Context: an optimization exercise on an open-source flow, tuned for small area, a short achievable clock period and few clock cycles per item. The choices shown serve that exercise and are no tape-out recipe. Where RTL was checked, it was by simulation tests only, not by an equivalence proof against the original. No functional check of the RTL was part of runs 2 and 3. No activity file was given, so power comes from the tool's default toggle rates.

<file path="design/flow/run.sh">
#!/bin/bash
# synth_recipe.tcl (not shown) runs the flow's synth.tcl, then flattens the netlist and writes it again
# the make line also repeats each setting of config.mk as NAME=value (left out here)
make -C /OpenROAD-flow-scripts/flow DESIGN_CONFIG=/design/flow/config.mk WORK_HOME=/design/flow/orfs CLKGATE_MAP_FILE= SYNTH_SCRIPT=/design/flow/synth_recipe.tcl finish
</file>
<file path="design/flow/config.mk">
export PLATFORM = sky130hd
export DESIGN_NAME = instr_mem_fetch
export DESIGN_NICKNAME = instr_mem_fetch
export VERILOG_FILES = /design/flow/design.v
export SDC_FILE = /design/flow/constraint.sdc
export NUM_CORES = 4
export LEC_CHECK = 0
export CAP_MARGIN = 20
export CORE_MARGIN = 2
export CORE_UTILIZATION = 50
export SLEW_MARGIN = 20
</file>
<file path="design/flow/constraint.sdc">
create_clock -name core_clock -period 3.2 [get_ports {clk}]
set_input_delay 0.6400 -clock core_clock [delete_from_list [all_inputs] [get_ports {clk}]]
set_output_delay 0.6400 -clock core_clock [all_outputs]
set_load 0.01 [all_outputs]
</file>
<file path="design/flow/design.v">
package imem_pkg;
  localparam int INSTR_W = 32;
  localparam logic [INSTR_W-1:0] IMEM_NOP_WORD = 32'h0000_0013;
  typedef enum logic {
    IMEM_INIT = 1'b0,
    IMEM_RUN  = 1'b1
  } imem_state_e;
  typedef enum logic [1:0] {
    FAULT_NONE       = 2'd0,
    FAULT_MISALIGNED = 2'd1,
    FAULT_RANGE      = 2'd2
  } fault_reason_e;
  function automatic logic [1:0] fetch_fault_reason(input logic [31:0] pc,
                                                     input int          aw);
    if (pc[1:0] != 2'b00) begin
      fetch_fault_reason = imem_pkg::FAULT_MISALIGNED;
    end else if ((pc >> (aw + 2)) != 32'd0) begin
      fetch_fault_reason = imem_pkg::FAULT_RANGE;
    end else begin
      fetch_fault_reason = imem_pkg::FAULT_NONE;
    end
  endfunction
endpackage
module imem_ram
#(
  parameter  int DEPTH = 64,
  localparam int AW    = $clog2(DEPTH),
  localparam int NB    = imem_pkg::INSTR_W / 8
) (
  input  logic               clk,
  input  logic               we,
  input  logic [AW-1:0]      waddr,
  input  logic [imem_pkg::INSTR_W-1:0] wdata,
  input  logic [NB-1:0]      be,
  input  logic               re,
  input  logic [AW-1:0]      raddr,
  output logic [imem_pkg::INSTR_W-1:0] rdata
);
  logic [imem_pkg::INSTR_W-1:0] mem [DEPTH];
  always_ff @(posedge clk) begin
    if (re) begin
      rdata <= mem[raddr];
    end
  end
  always_ff @(posedge clk) begin
    if (we) begin
      for (int b = 0; b < NB; b++) begin
        if (be[b]) begin
          mem[waddr][8*b +: 8] <= wdata[8*b +: 8];
        end
      end
    end
  end
endmodule
module instr_mem_fetch
#(
  parameter  int                 DEPTH    = 64,
  parameter  logic [imem_pkg::INSTR_W-1:0] NOP_WORD = imem_pkg::IMEM_NOP_WORD,
  localparam int                 AW       = $clog2(DEPTH)
) (
  input  logic               clk,
  input  logic               reset,
  output logic               init_done,
  input  logic               load_en,
  input  logic [AW-1:0]      load_addr,
  input  logic [imem_pkg::INSTR_W-1:0] load_data,
  input  logic               fetch_req_valid,
  output logic               fetch_req_ready,
  input  logic [31:0]        fetch_pc,
  output logic               fetch_rsp_valid,
  input  logic               fetch_rsp_ready,
  output logic [imem_pkg::INSTR_W-1:0] fetch_instr,
  output logic               fetch_fault
);
  imem_pkg::imem_state_e        state;
  logic [AW-1:0]      fill_cnt;
  logic               rsp_valid_q;
  logic               fault_q;
  logic               use_ram_q;
  logic               req_fault;
  logic               accept;
  logic [3:0]         load_be_eff;
  logic               ram_we;
  logic [AW-1:0]      ram_waddr;
  logic [imem_pkg::INSTR_W-1:0] ram_wdata;
  logic [3:0]         ram_be;
  logic               ram_re;
  logic [AW-1:0]      ram_raddr;
  logic [imem_pkg::INSTR_W-1:0] ram_rdata;
  assign load_be_eff = 4'hF;
  assign req_fault = (imem_pkg::fetch_fault_reason(fetch_pc, AW) != imem_pkg::FAULT_NONE);
  assign fetch_req_ready = init_done && (!rsp_valid_q || fetch_rsp_ready);
  assign accept                = fetch_req_valid && fetch_req_ready;
  always_comb begin
    ram_we    = 1'b0;
    ram_waddr = '0;
    ram_wdata = '0;
    ram_be    = 4'h0;
    if (state == imem_pkg::IMEM_INIT) begin
      ram_we    = 1'b1;
      ram_waddr = fill_cnt;
      ram_wdata = NOP_WORD;
      ram_be    = 4'hF;
    end else begin
      ram_we    = load_en;
      ram_waddr = load_addr;
      ram_wdata = load_data;
      ram_be    = load_be_eff;
    end
  end
  assign ram_re    = accept && !req_fault;
  assign ram_raddr = fetch_pc[AW+1:2];
  imem_ram #(
    .DEPTH (DEPTH)
  ) u_ram (
    .clk   (clk),
    .we    (ram_we),
    .waddr (ram_waddr),
    .wdata (ram_wdata),
    .be    (ram_be),
    .re    (ram_re),
    .raddr (ram_raddr),
    .rdata (ram_rdata)
  );
  always_ff @(posedge clk) begin
    if (reset) begin
      state       <= imem_pkg::IMEM_INIT;
      fill_cnt    <= '0;
      init_done   <= 1'b0;
      rsp_valid_q <= 1'b0;
      fault_q     <= 1'b0;
      use_ram_q   <= 1'b0;
    end else begin
      case (state)
        imem_pkg::IMEM_INIT: begin
          fill_cnt <= fill_cnt + 1'b1;
          if (fill_cnt == AW'(DEPTH - 1)) begin
            state     <= imem_pkg::IMEM_RUN;
            init_done <= 1'b1;
          end
        end
        imem_pkg::IMEM_RUN: begin
          if (accept) begin
            rsp_valid_q <= 1'b1;
            fault_q     <= req_fault;
            use_ram_q   <= !req_fault;
          end else if (fetch_rsp_ready) begin
            rsp_valid_q <= 1'b0;
          end
        end
        default: begin
          state <= imem_pkg::IMEM_INIT;
        end
      endcase
    end
  end
  assign fetch_rsp_valid = rsp_valid_q;
  assign fetch_fault     = fault_q;
  assign fetch_instr     = use_ram_q ? ram_rdata : NOP_WORD;
endmodule
</file>
==> summary.txt, run 1 <==
Initial antenna violation count -> 12
Synthesized area per cell -> 22.6 µm²
Clk_skew -> 0.0437 ns
Maxcap violations -> 0
Top post-synthesis cells by area -> edfxtp_1 78%, mux4_2 14%, o22ai_1 1.3%, mux2_2 0.86%, nor2_1 0.51%
Dominant synthesized flop cell -> edfxtp_1
Synth Instances -> 3533
Hold path endpoint -> fault_q
Die Height -> 403 µm
Final setup vio count -> 0
Headroom to the max-slew limit -> 16.5%
Core ar. -> 0.158 mm²
Setup Fix Bufs, Post-CTS -> 0
Sink Count -> 2091
Max Transition Viols Final -> 0
Total GRT Usage -> 27.2%
Port Buffers -> 110
Post-place instance area -> 0.0874 mm²
CP required -> 2.56 ns
Pint -> 44.5 mW
Peak VDD IR -> 559 µV
Count leader, synth -> edfxtp_1
Leakage Power -> 31.0 nW
Hold Path Depth -> 2
# H-tree levels -> 4
Post-route design area -> 0.0941 mm²
Drt first-iter violations -> 5325
Routed Antenna Nets -> 0
Hold_sp -> fault_q
Die width -> 403 µm
Yosys top cell area share -> 78.4%
Status -> finished clean
Maximum clock frequency -> 327 MHz
Pwr dens -> 599 mW/mm²
First-pass GRT wire length -> 306 mm
Fin crit period -> 3.06 ns
Post-synth EDFFs -> 2080
Async SR Flop Fraction -> 0%
R2R Setup Slk -> 0.48 ns
Largest area contributor in the netlist -> edfxtp_1
CTS Buf Count -> 207
Slowest stage cell, crit path -> dfxtp_4
RSZ-0062 raised after global routing -> no
HPWL Detailed -> 135 mm
Routed vias/inst -> 6.38
Worst EP arrival -> 2.42 ns
Root Driver -> clkbuf_16
N_diodes -> 0
Pre-CTS setup slack -> -0.334 ns
RD Place Congestion -> 0.849
Layout cells sized above 1 -> 32.0%
Distinct cells, synth -> 52
Total congestion overflow -> 0
Switching Share -> 21.0%
Worst hold path class -> register to register
Final worst-path cycle share -> 95.6%
Critical-path cell list -> buf_4, and2_1, clkdlybuf4s50_1
Switching pwr -> 11.8 mW
DRT Pass-1 Iters -> 5
Clock buffer depth -> 3
Number of global-route vias before repair -> 40400
Layout Nets -> 4118
DR vias -> 40100
Crit-path max FO -> 19
Post-Synthesis Net Count -> 3609
# DRC -> 0
Clock transition at the registers of the reported paths -> 0.06 ns
Reg-to-Reg Start -> state
WL final -> 220 mm
Share of power burned in registers -> 53.1%
Largest net degree at the start of global routing -> 96
Clock latency on the worst-skew pair -> 0.85 ns
Final hold violations -> 0
Die area -> 0.163 mm²
Setup ws final -> 0.140 ns
CP peak stage delay -> 0.57 ns
Kind of critical path -> register to output port
Area growth syn-to-layout -> 18.0%
#FFs+latches synth -> 2091
CTS tree -> built
Worst slew pin tran -> 1.24 ns
Post-DR wirelength/cell -> 35.0 µm
Syn. warnings -> 2
Synth top cells by count -> 2080 x edfxtp_1, 484 x mux4_2, 161 x o22ai_1, 109 x nor2_1, 72 x buf_2
CP Capture Type -> output port
Seq/Total Area, Yosys -> 78.6%
Worst Reg-to-Reg Cells -> 5
Num ports -> 111
Worst r2r dst -> u_ram.mem[41][6]
Num rows -> 146
Critical path startpoint category -> register
Comb pwr share -> 4.8%
Synthesized area -> 0.0797 mm²
Initial Util -> 50.3%
Clock power share -> 42.1%
==> routing by layer <==
metal / vias up / GRT usage [%] / wire, µm
li1: 16200 / - / -
met1: 21600 / 37.3 / 85400
met3: 320 / 6.74 / 21100
met5: - / 0 / 11
met4: 2 / 9.78 / 8110
met2: 2088 / 42.6 / 105000
==> layout by cell type (no fill, tap or decap), types with 8 or more instances in the layout <==
master,instances
a21oi_1,39
a221oi_1,16
a22oi_1,15
and2_1,30
and2_2,29
buf_12,126
buf_4,261
bufinv_16,19
clkbuf_1,48
clkbuf_16,207
clkdlybuf4s50_1,104
clkinv_1,44
clkinv_2,36
clkinvlp_4,11
dfxtp_1,9
edfxtp_1,2080
mux2_2,61
mux2i_1,40
mux4_2,484
nand2_1,37
nand2b_1,20
nand3_1,8
nor2_1,45
nor2_4,64
nor2b_1,14
nor3_1,16
nor4_1,17
nor4_2,11
o21ai_0,16
o221ai_1,42
o22a_1,21
o22ai_1,161
==> power groups by stage <==
stage | combinational [mW] | clock, mW | sequential, mW
3_5_place_dp | 2.70 | 0 | 30.4
4_1_cts | 2.70 | 24.1 | 29.9
3_3_place_gp | 2.67 | 0 | 30.4
6_report | 2.70 | 23.7 | 29.9
2_1_floorplan | 1.44 | 0 | 30.4
5_1_grt | 2.81 | 25.1 | 29.9
==> sequential cells by signal, summed over array words and instances (netlist names) <==
name and count:
u_ram.rdata 32, fill_cnt 6, init_done 1, state 1
use_ram_q 1, u_ram.mem 2048, rsp_valid_q 1, fault_q 1
==> worst max-delay path, delay by kind of cell (launching register included) <==
family,cells,cell delay [ns]
buffers and inverters,2,0.83
DFF,1,0.57
and+or+nand+nor,1,0.19
==> cells by family after synthesis <==
logic type               after synthesis  synth area share [%]
adder cells (fa/ha/maj)                1                0.0157
multiplexers                         585                  15.0
AO/OA/AOI/OAI                        333                  2.88
XOR/XNOR                               4                0.0440
AND/OR/NAND/NOR                      316                  2.00
flip-flops                          2091                  78.6
buffers and inverters                203                  1.39
==> layout make-up <==
class | instances | area (µm²)
well taps | 2072 | 2590
multi-input cells | 1239 | 16500
fillers | 11000 | 64300
clock inverters | 127 | 1280
repair buffers | 498 | 5590
clock buffers | 255 | 5360
inverters | 5 | 18.8
flip-flops and latches | 2091 | 62700
==> metrics by stage <==
step           setup TNS [ns]  std cells  hold WS, ns  utilization [%]  total power, mW
2_1_floorplan               0       3533        0.482                -             31.9
3_3_place_gp            -2.05       5903        0.458             55.2             33.1
3_5_place_dp            -1.35       5904        0.482             55.2             33.1
4_1_cts                     0       6286        0.493             59.4             56.7
5_1_grt                     0       6287        0.506             59.4             57.8
6_report                    0       6287        0.489             59.4             56.3
==> repair_timing <==
item,4_1_cts,5_1_grt
endpoints found under the setup margin,17,0
gates resized for setup,1,0
hold buffers,0,0
==> worst max-delay path by stage <==
stage / cells past startpoint / to / startpoint / slack, ns
2_1_floorplan: 6 / u_ram.mem[19][0] / state / 0.04
3_3_place_gp: 8 / u_ram.rdata[0] / fetch_pc[2] / -0.36
3_5_place_dp: 7 / u_ram.rdata[3] / fetch_pc[2] / -0.33
4_1_cts: 3 / fetch_instr[14] / use_ram_q / 0.08
5_1_grt: 3 / fetch_instr[14] / use_ram_q / 0.04
6_report: 3 / fetch_instr[14] / use_ram_q / 0.14
Testbench counts, summed over its fixed seeds: cycles 18,291, fetches 16,000.
==> inputs of run 2 (changes only) <==
==> design/flow/design.v (replaced) <==
package imem_pkg;
  localparam int INSTR_W = 32;
  localparam logic [INSTR_W-1:0] IMEM_NOP_WORD = 32'h0000_0013;
  typedef enum logic {
    IMEM_INIT = 1'b0,
    IMEM_RUN  = 1'b1
  } imem_state_e;
  typedef enum logic [1:0] {
    FAULT_NONE       = 2'd0,
    FAULT_MISALIGNED = 2'd1,
    FAULT_RANGE      = 2'd2
  } fault_reason_e;
  function automatic logic [1:0] fetch_fault_reason(input logic [31:0] pc,
                                                     input int          aw);
    if (pc[1:0] != 2'b00) begin
      fetch_fault_reason = imem_pkg::FAULT_MISALIGNED;
    end else if ((pc >> (aw + 2)) != 32'd0) begin
      fetch_fault_reason = imem_pkg::FAULT_RANGE;
    end else begin
      fetch_fault_reason = imem_pkg::FAULT_NONE;
    end
  endfunction
endpackage
module imem_ram
#(
  parameter  int DEPTH = 64,
  parameter  logic [imem_pkg::INSTR_W-1:0] FILL_WORD = imem_pkg::IMEM_NOP_WORD,
  localparam int AW    = $clog2(DEPTH)
) (
  input  logic               clk,
  input  logic               fill,
  input  logic               we,
  input  logic [AW-1:0]      waddr,
  input  logic [imem_pkg::INSTR_W-1:0] wdata,
  input  logic [AW-1:0]      raddr,
  output logic [imem_pkg::INSTR_W-1:0] rdata
);
  logic [imem_pkg::INSTR_W-1:0] mem [DEPTH];
  assign rdata = mem[raddr];
  logic [imem_pkg::INSTR_W-1:0] wdata_eff;
  logic [DEPTH-1:0]             wen;
  assign wdata_eff = fill ? FILL_WORD : wdata;
  always_comb begin
    for (int w = 0; w < DEPTH; w++) begin
      wen[w] = fill || (we && waddr == AW'(w));
    end
  end
  always_ff @(posedge clk) begin
    for (int w = 0; w < DEPTH; w++) begin
      if (wen[w]) begin
        mem[w] <= wdata_eff;
      end
    end
  end
endmodule
module instr_mem_fetch
#(
  parameter  int                 DEPTH    = 64,
  parameter  logic [imem_pkg::INSTR_W-1:0] NOP_WORD = imem_pkg::IMEM_NOP_WORD,
  localparam int                 AW       = $clog2(DEPTH)
) (
  input  logic               clk,
  input  logic               reset,
  output logic               init_done,
  input  logic               load_en,
  input  logic [AW-1:0]      load_addr,
  input  logic [imem_pkg::INSTR_W-1:0] load_data,
  input  logic               fetch_req_valid,
  output logic               fetch_req_ready,
  input  logic [31:0]        fetch_pc,
  output logic               fetch_rsp_valid,
  input  logic               fetch_rsp_ready,
  output logic [imem_pkg::INSTR_W-1:0] fetch_instr,
  output logic               fetch_fault
);
  logic                         out_v, skid_v, ready_q;
  logic [imem_pkg::INSTR_W:0]   out_d, skid_d;
  logic [imem_pkg::INSTR_W-1:0] ram_rdata;
  logic                         req_fault;
  logic [imem_pkg::INSTR_W:0]   new_rsp;
  logic                         accept, pop;
  logic                         out_free;
  logic                         init_next;
  logic [1:0]                   count_next;
  assign req_fault = (imem_pkg::fetch_fault_reason(fetch_pc, AW) != imem_pkg::FAULT_NONE);
  imem_ram #(
    .DEPTH     (DEPTH),
    .FILL_WORD (NOP_WORD)
  ) u_ram (
    .clk   (clk),
    .fill  (!init_done),
    .we    (load_en),
    .waddr (load_addr),
    .wdata (load_data),
    .raddr (fetch_pc[AW+1:2]),
    .rdata (ram_rdata)
  );
  assign new_rsp  = {req_fault, req_fault ? NOP_WORD : ram_rdata};
  assign accept   = fetch_req_valid && ready_q;
  assign pop      = out_v && fetch_rsp_ready;
  assign out_free = !out_v || pop;
  assign init_next  = !reset;
  assign count_next = 2'(out_v) + 2'(skid_v) + 2'(accept) - 2'(pop);
  always_ff @(posedge clk) begin
    if (reset) begin
      init_done <= 1'b0;
      out_v     <= 1'b0;
      skid_v    <= 1'b0;
      ready_q   <= 1'b0;
    end else begin
      init_done <= 1'b1;
      ready_q   <= init_done && (count_next <= 2'd1);
      if (out_free) begin
        out_v  <= skid_v || accept;
        skid_v <= skid_v && accept;
      end else begin
        skid_v <= skid_v || accept;
      end
    end
  end
  always_ff @(posedge clk) begin
    if (out_free) begin
      if (skid_v) begin
        out_d <= skid_d;
      end else if (accept) begin
        out_d <= new_rsp;
      end
    end
    if (accept && (skid_v || !out_free)) begin
      skid_d <= new_rsp;
    end
  end
  assign fetch_req_ready = ready_q;
  assign fetch_rsp_valid = out_v;
  assign fetch_fault     = out_d[imem_pkg::INSTR_W];
  assign fetch_instr     = out_d[imem_pkg::INSTR_W-1:0];
endmodule
--- a/design/flow/config.mk
+++ b/design/flow/config.mk
@@ -8,4 +8,5 @@
 export CAP_MARGIN = 20
 export CORE_MARGIN = 2
 export CORE_UTILIZATION = 50
+export SETUP_SLACK_MARGIN = 1.2
 export SLEW_MARGIN = 20
==> summary.txt, run 2 <==
Num rows -> 149 (+2.1%)
Worst slew pin tran -> 1.18 ns (-0.0571 ns)
Post-Synthesis Net Count -> 5400 (+50%)
Final hold violations -> 0 (unchanged)
Die Height -> 412 µm (+2.2%)
CTS Buf Count -> 211 (+1.9%)
Port Buffers -> 110 (unchanged)
Synthesized area per cell -> 15.6 µm² (-31%)
Fin crit period -> 2.61 ns (-0.452 ns)
Leakage Power -> 40.4 nW (+30%)
Post-DR wirelength/cell -> 45.1 µm (+29%)
Synth Instances -> 5323 (+51%)
Critical path startpoint category -> register
Switching pwr -> 16.2 mW (+37%)
Top reg by flops -> u_ram.mem
Maxcap violations -> 0 (unchanged)
Root Driver -> clkbuf_16
Worst EP arrival -> 1.97 ns (-0.45 ns)
# DRC -> 0 (unchanged)
Share of power burned in registers -> 50.9% (-2.2 points)
Final Power -> 65.7 mW (+17%)
#FFs+latches synth -> 2118 (+1.3%)
Worst hold path class -> primary input to register
Status -> finished clean
Comb pwr share -> 10.1% (+5.3 points)
CP Buf/Inv Count -> 1 (-1)
Final worst-path cycle share -> 81.5% (-14 points)
Total congestion overflow -> 0 (unchanged)
Most frequent cells in the layout -> 2114 x edfxtp_1, 870 x nand3_1, 718 x buf_4
Post-place instance area -> 0.0969 mm² (+11%)
Commonest non-fill, non-tap cell in the layout -> edfxtp_1
Clock transition at the registers of the reported paths -> 0.06 ns (about the same)
Routed vias/inst -> 7.43 (+16%)
Largest registers -> u_ram.mem x2048, out_d x33, skid_d x33
Top post-synthesis cells by area -> edfxtp_1 76%, nand3_1 5.6%, and3_1 2.9%, nand4_1 2.3%, a2111oi_0 1.2%
CP peak stage delay -> 0.79 ns (+0.22 ns)
Dpl cells -> 8174 (+38%)
Pwr dens -> 587 mW/mm² (-1.9%)
First-pass GRT wire length -> 524 mm (+71%)
Initial Util -> 50.4% (+0.083 points)
Peak VDD IR -> 623 µV (+11%)
CP required -> 2.56 ns (about the same)
Clock power share -> 38.9% (-3.2 points)
Clock buffer depth -> 3 (unchanged)
Critical-path cell list -> buf_2
Max reg flops -> 2048 (unchanged)
Pint -> 49.6 mW (+11%)
DR vias -> 66200 (+65%)
Crit-path max FO -> 3 (-16)
Sink Count -> 2118 (+1.3%)
Die width -> 412 µm (+2.2%)
Yosys top cell area share -> 76.2% (-2.1 points)
Layout Nets -> 6600 (+60%)
CP Capture Type -> output port
Largest net degree at the start of global routing -> 65 (-32%)
Distinct cells, synth -> 86 (+65%)
Total GRT Usage -> 46.2% (+19 points)
Synth top cells by count -> 2114 x edfxtp_1, 926 x nand3_1, 388 x and3_1, 305 x nand4_1, 211 x clkbuf_1
CP top delay family -> flip-flops
Seq/Total Area, Yosys -> 76.3% (-2.3 points)
Kind of critical path -> register to output port
Final setup vio count -> 0 (unchanged)
Num ports -> 111 (unchanged)
Routed Antenna Nets -> 0 (unchanged)
Syn. warnings -> 3 (+1)
Synthesized area -> 0.0833 mm² (+4.5%)
CTS tree -> built
Number of global-route vias before repair -> 60300 (+49%)
# H-tree levels -> 4 (unchanged)
Headroom to the max-slew limit -> 21.1% (+4.6 points)
Switching Share -> 24.6% (+3.6 points)
Slowest stage cell, crit path -> edfxtp_1
RSZ-0062 raised after global routing -> yes
WL final -> 402 mm (+83%)
Drt first-iter violations -> 14900 (+180%)
Post-CTS Hold Buffers -> 0 (unchanged)
Clk_skew -> 0.0692 ns (+0.0255 ns)
Hold Slack -> 0.351 ns (-0.138 ns)
Area growth syn-to-layout -> 34.4%
Count leader, synth -> edfxtp_1
Post-route design area -> 0.112 mm² (+19%)
Non-filler instance count after layout -> 8914 (+42%)
HPWL Detailed -> 241 mm (+78%)
Initial antenna violation count -> 39 (+27)
Die area -> 0.170 mm² (+4.4%)
RD Place Congestion -> 1.01 (+19%)
Clock latency on the worst-skew pair -> 0.92 ns (+0.07 ns)
Layout cells sized above 1 -> 33.3% (+1.3 points)
Dominant synthesized flop cell -> edfxtp_1
DRT Pass-1 Iters -> 7 (+2)
Largest area contributor in the netlist -> edfxtp_1
Post-synth EDFFs -> 2114 (+1.6%)
Max Transition Viols Final -> 0 (unchanged)
Setup TNS -> 0 ns (unchanged)
Async SR Flop Fraction -> 0% (unchanged)
Core ar. -> 0.165 mm² (+4.3%)
Maximum clock frequency -> 383 MHz (+17%)
run 2: per-stage QoR:
stage               worst slack (ns)  util, %
finish                         0.592     67.8
CTS                            0.741     66.6
global route                   0.674     67.7
global placement               -1.13     58.7
detailed placement            -0.584     58.7
floorplan                      0.425        -
run 2: metal layers:
layer | global-route usage [%] | wire length [µm] | part of all wire (%) | vias to the layer above
met4 | 33.3 | 38400 | 9.5 | 18
met5 | 0.565 | 118 | 0.029 | -
met2 | 63.8 | 163000 | 40 | 7650
met3 | 18.8 | 73100 | 18 | 1983
met1 | 58.8 | 128000 | 32 | 32500
li1 | - | - | - | 24100
run 2: power groups by stage:
stage	registers (mW)	clock network (mW)	logic (mW)
floorplan	33.8	0	1.83
global placement	33.9	0	5.26
detailed placement	33.9	0	5.30
CTS	33.4	25.4	6.05
global route	33.6	26.4	6.49
finish	33.5	25.6	6.66
run 2: path summary, 6_finish.rpt:
path / from / to / slack (ns) / cells after the start
hold reg to reg: skid_d[11] / out_d[11] / 0.50 / 2
setup reg to reg: u_ram.mem[1][11] / skid_d[11] / 0.66 / 8
setup / recovery: out_d[24] / fetch_instr[24] / 0.59 / 1
hold / removal: reset / init_done / 0.35 / 2
run 2: layout make-up:
class | instances | area, µm²
flip-flops and latches | 2118 | 63600
diodes | 23 | 57.6
multi-input cells | 2784 | 21500
repair buffers | 1400 | 17000
well taps | 2189 | 2740
inverters | 8 | 30.0
clock inverters | 127 | 1540
fillers | 10900 | 53300
clock buffers | 265 | 5500
run 2: logic make-up (layout without fill, tap and decap cells):
family	after synthesis	after routing	synth area share, %
compound gates	525	525	4.75
xor+xnor	1	1	0.0105
fa+ha+maj	2	2	0.0300
buf+inv	426	1800	2.45
flops	2118	2118	76.3
mux	118	118	1.53
other cells	0	23	0
simple gates	2133	2138	14.9
run 2: what timing repair did:
item                                    in CTS  in global routing
setup buffers                              207                 72
endpoints found under the hold margin        0                  0
endpoints found under the setup margin    1341                814
pin swaps                                  260                163
resized for setup                          839                227
gates cloned                                38                  8
run 2: worst register-to-register path: stages (launching register included):
cell and delay, ns:
edfxtp_1 0.35, or3b_2 0.19, a21boi_0 0.08, buf_4 0.16, a2111oi_4 0.46, nand4_1 0.33, nor4_4 0.41, buf_4 0.21
nor2_2 0.04
==> inputs of run 3 (changes only) <==
--- a/design/flow/design.v
+++ b/design/flow/design.v
@@ -21,6 +21,51 @@
     end
   endfunction
 endpackage
+module imem_aoi222 (
+  input  logic [2:0] d,
+  input  logic [2:0] s,
+  output logic       y
+);
+  assign y = !((d[0] && s[0]) || (d[1] && s[1]) || (d[2] && s[2]));
+endmodule
+module imem_nand4 (
+  input  logic [3:0] a,
+  output logic       y
+);
+  assign y = !(&a);
+endmodule
+module imem_nand2 (
+  input  logic [1:0] a,
+  output logic       y
+);
+  assign y = !(&a);
+endmodule
+module imem_nor3 (
+  input  logic [2:0] a,
+  output logic       y
+);
+  assign y = !(|a);
+endmodule
+module imem_rd_bit (
+  input  logic [63:0] d,
+  input  logic [63:0] sel,
+  output logic        y
+);
+  logic [21:0] t;    
+  logic [5:0]  u;    
+  logic [1:0]  v;    
+  for (genvar i = 0; i < 21; i++) begin : g_aoi
+    imem_aoi222 u_g (.d(d[3*i +: 3]), .s(sel[3*i +: 3]), .y(t[i]));
+  end
+  imem_nand2 u_g21 (.a({d[63], sel[63]}), .y(t[21]));
+  for (genvar i = 0; i < 5; i++) begin : g_n4
+    imem_nand4 u_g (.a(t[4*i +: 4]), .y(u[i]));
+  end
+  imem_nand2 u_n2 (.a(t[21:20]), .y(u[5]));
+  imem_nor3 u_o0 (.a(u[2:0]), .y(v[0]));
+  imem_nor3 u_o1 (.a(u[5:3]), .y(v[1]));
+  imem_nand2 u_y (.a(v), .y(y));
+endmodule
 module imem_ram
 #(
   parameter  int DEPTH = 64,
@@ -32,11 +77,10 @@
   input  logic               we,
   input  logic [AW-1:0]      waddr,
   input  logic [imem_pkg::INSTR_W-1:0] wdata,
-  input  logic [AW-1:0]      raddr,
+  input  logic [DEPTH-1:0]   rsel,
   output logic [imem_pkg::INSTR_W-1:0] rdata
 );
   logic [imem_pkg::INSTR_W-1:0] mem [DEPTH];
-  assign rdata = mem[raddr];
   logic [imem_pkg::INSTR_W-1:0] wdata_eff;
   logic [DEPTH-1:0]             wen;
   assign wdata_eff = fill ? FILL_WORD : wdata;
@@ -51,6 +95,13 @@
         mem[w] <= wdata_eff;
       end
     end
+  end
+  for (genvar b = 0; b < imem_pkg::INSTR_W; b++) begin : g_rd
+    logic [DEPTH-1:0] col;
+    for (genvar w = 0; w < DEPTH; w++) begin : g_col
+      assign col[w] = mem[w][b];
+    end
+    imem_rd_bit u_bit (.d(col), .sel(rsel), .y(rdata[b]));
   end
 endmodule
 module instr_mem_fetch
@@ -76,6 +127,7 @@
   logic                         out_v, skid_v, ready_q;
   logic [imem_pkg::INSTR_W:0]   out_d, skid_d;
   logic [imem_pkg::INSTR_W-1:0] ram_rdata;
+  logic [DEPTH-1:0]             rsel;
   logic                         req_fault;
   logic [imem_pkg::INSTR_W:0]   new_rsp;
   logic                         accept, pop;
@@ -92,10 +144,15 @@
     .we    (load_en),
     .waddr (load_addr),
     .wdata (load_data),
-    .raddr (fetch_pc[AW+1:2]),
+    .rsel  (rsel),
     .rdata (ram_rdata)
   );
-  assign new_rsp  = {req_fault, req_fault ? NOP_WORD : ram_rdata};
+  always_comb begin
+    for (int w = 0; w < DEPTH; w++) begin
+      rsel[w] = !req_fault && (fetch_pc[AW+1:2] == AW'(w));
+    end
+  end
+  assign new_rsp  = {req_fault, ram_rdata | (req_fault ? NOP_WORD : '0)};
   assign accept   = fetch_req_valid && ready_q;
   assign pop      = out_v && fetch_rsp_ready;
   assign out_free = !out_v || pop;
--- a/design/flow/config.mk
+++ b/design/flow/config.mk
@@ -7,6 +7,8 @@
 export LEC_CHECK = 0
 export CAP_MARGIN = 20
 export CORE_MARGIN = 2
-export CORE_UTILIZATION = 50
-export SETUP_SLACK_MARGIN = 1.2
+export CORE_UTILIZATION = 60
+export SETUP_SLACK_MARGIN = 1.0
 export SLEW_MARGIN = 20
+export SYNTH_HIERARCHICAL = 1
+export TNS_END_PERCENT = 0
==> summary.txt, run 3 <==
Clk_skew -> 0.0282 ns (-0.0409 ns)
Proportion of synthesized area in mux cells -> 0.438% (-1.1 points)
Post-synth EDFFs -> 2114 (unchanged)
Die Height -> 357 µm (-13%)
Distinct cells, synth -> 43 (-50%)
Reg-to-Reg Start -> u_ram.mem[30][10]
DRT Pass-1 Iters -> 14 (+7)
Top reg by flops -> u_ram.mem
#FFs+latches synth -> 2118 (unchanged)
Total GRT Usage -> 36.0% (-10 points)
Num rows -> 129 (-13%)
CTS Buf Count -> 199 (-5.7%)
Leakage Power -> 34.7 nW (-14%)
Final worst-path cycle share -> 96.7% (+15 points)
Post-DR wirelength/cell -> 36.1 µm (-20%)
Syn. warnings -> 9 (+6)
Synth Instances -> 3440 (-35%)
Total congestion overflow -> 0 (unchanged)
Root Driver -> clkbuf_16
RSZ-0062 raised after global routing -> yes
Largest area contributor in the netlist -> edfxtp_1
Clock buffer depth -> 3 (unchanged)
Critical path startpoint category -> primary input
HPWL Detailed -> 137 mm (-43%)
Routed vias/inst -> 7.15 (-3.7%)
Yosys top cell area share -> 85.1% (+8.9 points)
Post-synthesis simple-gate area fraction -> 4.30% (-11 points)
Core ar. -> 0.123 mm² (-25%)
Post-route design area -> 0.0944 mm² (-16%)
Largest family of logic cells by synthesized area -> compound AO/OA/AOI/OAI gates
Clock transition at the registers of the reported paths -> 0.06 ns (about the same)
Most frequent cells in the layout -> 2114 x edfxtp_1, 672 x a222oi_1, 569 x buf_4
Die width -> 357 µm (-13%)
Number of global-route vias before repair -> 43800 (-27%)
Hold_sp -> reset
Final setup vio count -> 0 (unchanged)
Async SR Flop Fraction -> 0% (unchanged)
Headroom to the max-slew limit -> 35.6% (+15 points)
Layout fillers -> 6814 (-38%)
CP top delay family -> buffers and inverters
Setup crit start -> fetch_pc[10]
Post-place instance area -> 0.0863 mm² (-11%)
Worst hold path class -> primary input to register
Non-filler instance count after layout -> 6340 (-29%)
Initial antenna violation count -> 11 (-72%)
Worst EP arrival -> 3.64 ns (+1.67 ns)
Largest net degree at the start of global routing -> 65 (unchanged)
Maxcap violations -> 0 (unchanged)
Status -> finished clean
Clock latency on the worst-skew pair -> 0.83 ns (-0.09 ns)
Die area -> 0.127 mm² (-25%)
Synthesized area per cell -> 21.7 µm² (+39%)
Peak VDD IR -> 577 µV (-7.3%)
Kind of critical path -> primary input to register
Critical-path cell list -> buf_8, nor4_4, buf_4, nand4_4, buf_12, buf_12, buf_6, buf_4, nor3_4, buf_12, buf_12, a222oi_1, nand4_1, nor3_2, buf_4, nand2_1, o41a_1
Largest registers -> u_ram.mem x2048, out_d x33, skid_d x33
Layout Nets -> 4617 (-30%)
Post-Synthesis Net Count -> 3517 (-35%)
Count leader, synth -> edfxtp_1
CTS tree -> built
Fin crit period -> 3.09 ns (+0.486 ns)
Routed Antenna Nets -> 0 (unchanged)
Max Transition Viols Final -> 0 (unchanged)
Top post-synthesis cells by area -> edfxtp_1 85%, a222oi_1 9.0%, nand4_1 1.4%, nor3_2 0.86%, nand2_1 0.56%
Commonest non-fill, non-tap cell in the layout -> edfxtp_1
CP peak stage delay -> 0.46 ns (-0.33 ns)
Post-synthesis compound-gate area fraction -> 9.75% (+5.0 points)
Layout cells sized above 1 -> 30.0% (-3.3 points)
# DRC -> 0 (unchanged)
First-pass GRT wire length -> 319 mm (-39%)
Most common cell on crit path -> buf_12
WL final -> 229 mm (-43%)
Slowest stage cell, crit path -> a222oi_1
Dominant synthesized flop cell -> edfxtp_1
Maximum clock frequency -> 323 MHz (-16%)
Dpl cells -> 5836 (-29%)
Crit-path max FO -> 14 (+11)
# H-tree levels -> 4 (unchanged)
Sink Count -> 2118 (unchanged)
CP Capture Type -> register
Synthesized area -> 0.0746 mm² (-10%)
Seq/Total Area, Yosys -> 85.2% (+8.9 points)
Pwr dens -> 610 mW/mm² (+3.8%)
Drt first-iter violations -> 10200 (-32%)
Initial Util -> 60.4% (+10 points)
Area growth syn-to-layout -> 26.6%
Num ports -> 111 (unchanged)
Post-CTS Hold Buffers -> 0 (unchanged)
Post-Synth Adder-Cell Area -> 0.0335% (+0.0035 points)
XOR/XNOR share of the synthesized area -> 0.0117% (+0.0012 points)
Max reg flops -> 2048 (unchanged)
RD Place Congestion -> 0.872 (-14%)
CP required -> 3.74 ns (+1.18 ns)
Port Buffers -> 110 (unchanged)
Synth top cells by count -> 2114 x edfxtp_1, 672 x a222oi_1, 164 x nand4_1, 111 x nand2_1, 64 x nor3_2
Worst slew pin tran -> 0.963 ns (-0.220 ns)
CP Buf/Inv Count -> 9 (+8)
DR vias -> 45400 (-32%)
Final hold violations -> 0 (unchanged)
[run 3: worst paths after layout]
path	to	slack, ns	depth (start not counted)
worst min register to register	out_d[2]	0.55	1
worst max register to register	out_d[10]	0.71	8
worst max-delay path	out_d[0]	0.11	17
worst min-delay path	init_done	0.43	2
[run 3: cells by family (layout without fill, tap and decap cells)]
group                    after synthesis  count (layout)
AO/OA/AOI/OAI                        745             745
other                                  0               4
AND/OR/NAND/NOR                      502             502
flip-flops                          2118            2118
buffers and inverters                 43            1302
multiplexers                          29              29
XOR/XNOR                               1               1
adder cells (fa/ha/maj)                2               2
[run 3: repair_timing]
item	CTS	global route
pin swaps	64	49
setup endpoints to repair	404	709
gates cloned	1	2
setup buffers	95	42
gates resized for setup	168	59
[run 3: metal layers]
layer  global-route usage [%]  wire length [µm]  part of all wire [%]
met4                     13.7              8860                   3.9
met1                     52.9             85600                    37
met2                     53.3            103000                    45
met3                     8.78             31100                    14
met5                        0                49                 0.021
[run 3: final cells by class]
class | instances | area (µm²) | area share (%)
multi-input cells | 1279 | 12300 | 13.0
well taps | 1637 | 2050 | 2.17
repair buffers | 937 | 10200 | 10.8
clock inverters | 110 | 998 | 1.06
clock buffers | 250 | 5300 | 5.61
inverters | 5 | 21.3 | 0.0225
flip-flops and latches | 2118 | 63600 | 67.3
diodes | 4 | 10.0 | 0.0106
[run 3: per-module statistics from Yosys, one instance, submodules excluded, excerpt]
module           cells inside  flip-flops and latches  cell area, µm²
imem_nand2                  1                       0            3.75
imem_nand4                  1                       0            6.26
instr_mem_fetch           262                      70            3370
imem_nor3                   1                       0            10.0
imem_aoi222                 1                       0            10.0
[run 3: through the flow]
stage                     hold WS [ns]  setup TNS, ns  utilization, %  setup WS, ns  total power [mW]
after floorplan                  0.518         -0.659               -       -0.0323              33.9
after CTS                        0.375              0            76.1         0.227              57.7
after detailed placement         0.533         -65.61            69.9         -1.40              35.3
after global placement           0.533         -72.92            69.7         -1.40              35.1
after global routing             0.431              0            76.5         0.146              59.0
final                            0.433              0            76.5         0.106              57.6
[run 3: report_power, final]
group	internal (mW)	switching (mW)
combinational	0.492	1.52
sequential	32.3	0.443
clock	13.0	9.87
total	45.7	11.8

## afterwards: timing with drivers on the ports
The flow's constraints put no driver on any port. The routed layouts listed below were extracted and timed again, unchanged, in two steps.
Step 1 (the two cells are an assumption about what drives the block):
set clk [get_ports {clk}]
set_driving_cell -lib_cell sky130_fd_sc_hd__clkbuf_16 $clk
set_driving_cell -lib_cell sky130_fd_sc_hd__buf_2 [delete_from_list [all_inputs] $clk]
Step 2 adds t to the input delays and takes it off the output delays; t is the mean of the earliest and latest rising clock arrival at the registers after step 1. Input paths then give back, and output paths get back, about the clock's delay inside the block.
Slacks: no drivers / after step 1 / after step 2; pairs: no drivers / after step 1.
run | shift t [ns] | setup slack, ns | cell pins on the clock port's net
run 1 | 0.912 | 0.140 / 0.056 / -0.340 | 1
run 2 | 0.975 | 0.592 / 0.503 / -0.466 | 1
run 3 | 0.888 | 0.106 / 0.012 / -0.876 | 1
With both steps, setup timing fails in every run listed, where it was met with ideal ports. For run 2, which loses most, drivers alone change the setup slack by -0.089 ns; drivers and shift together by -1.058 ns.
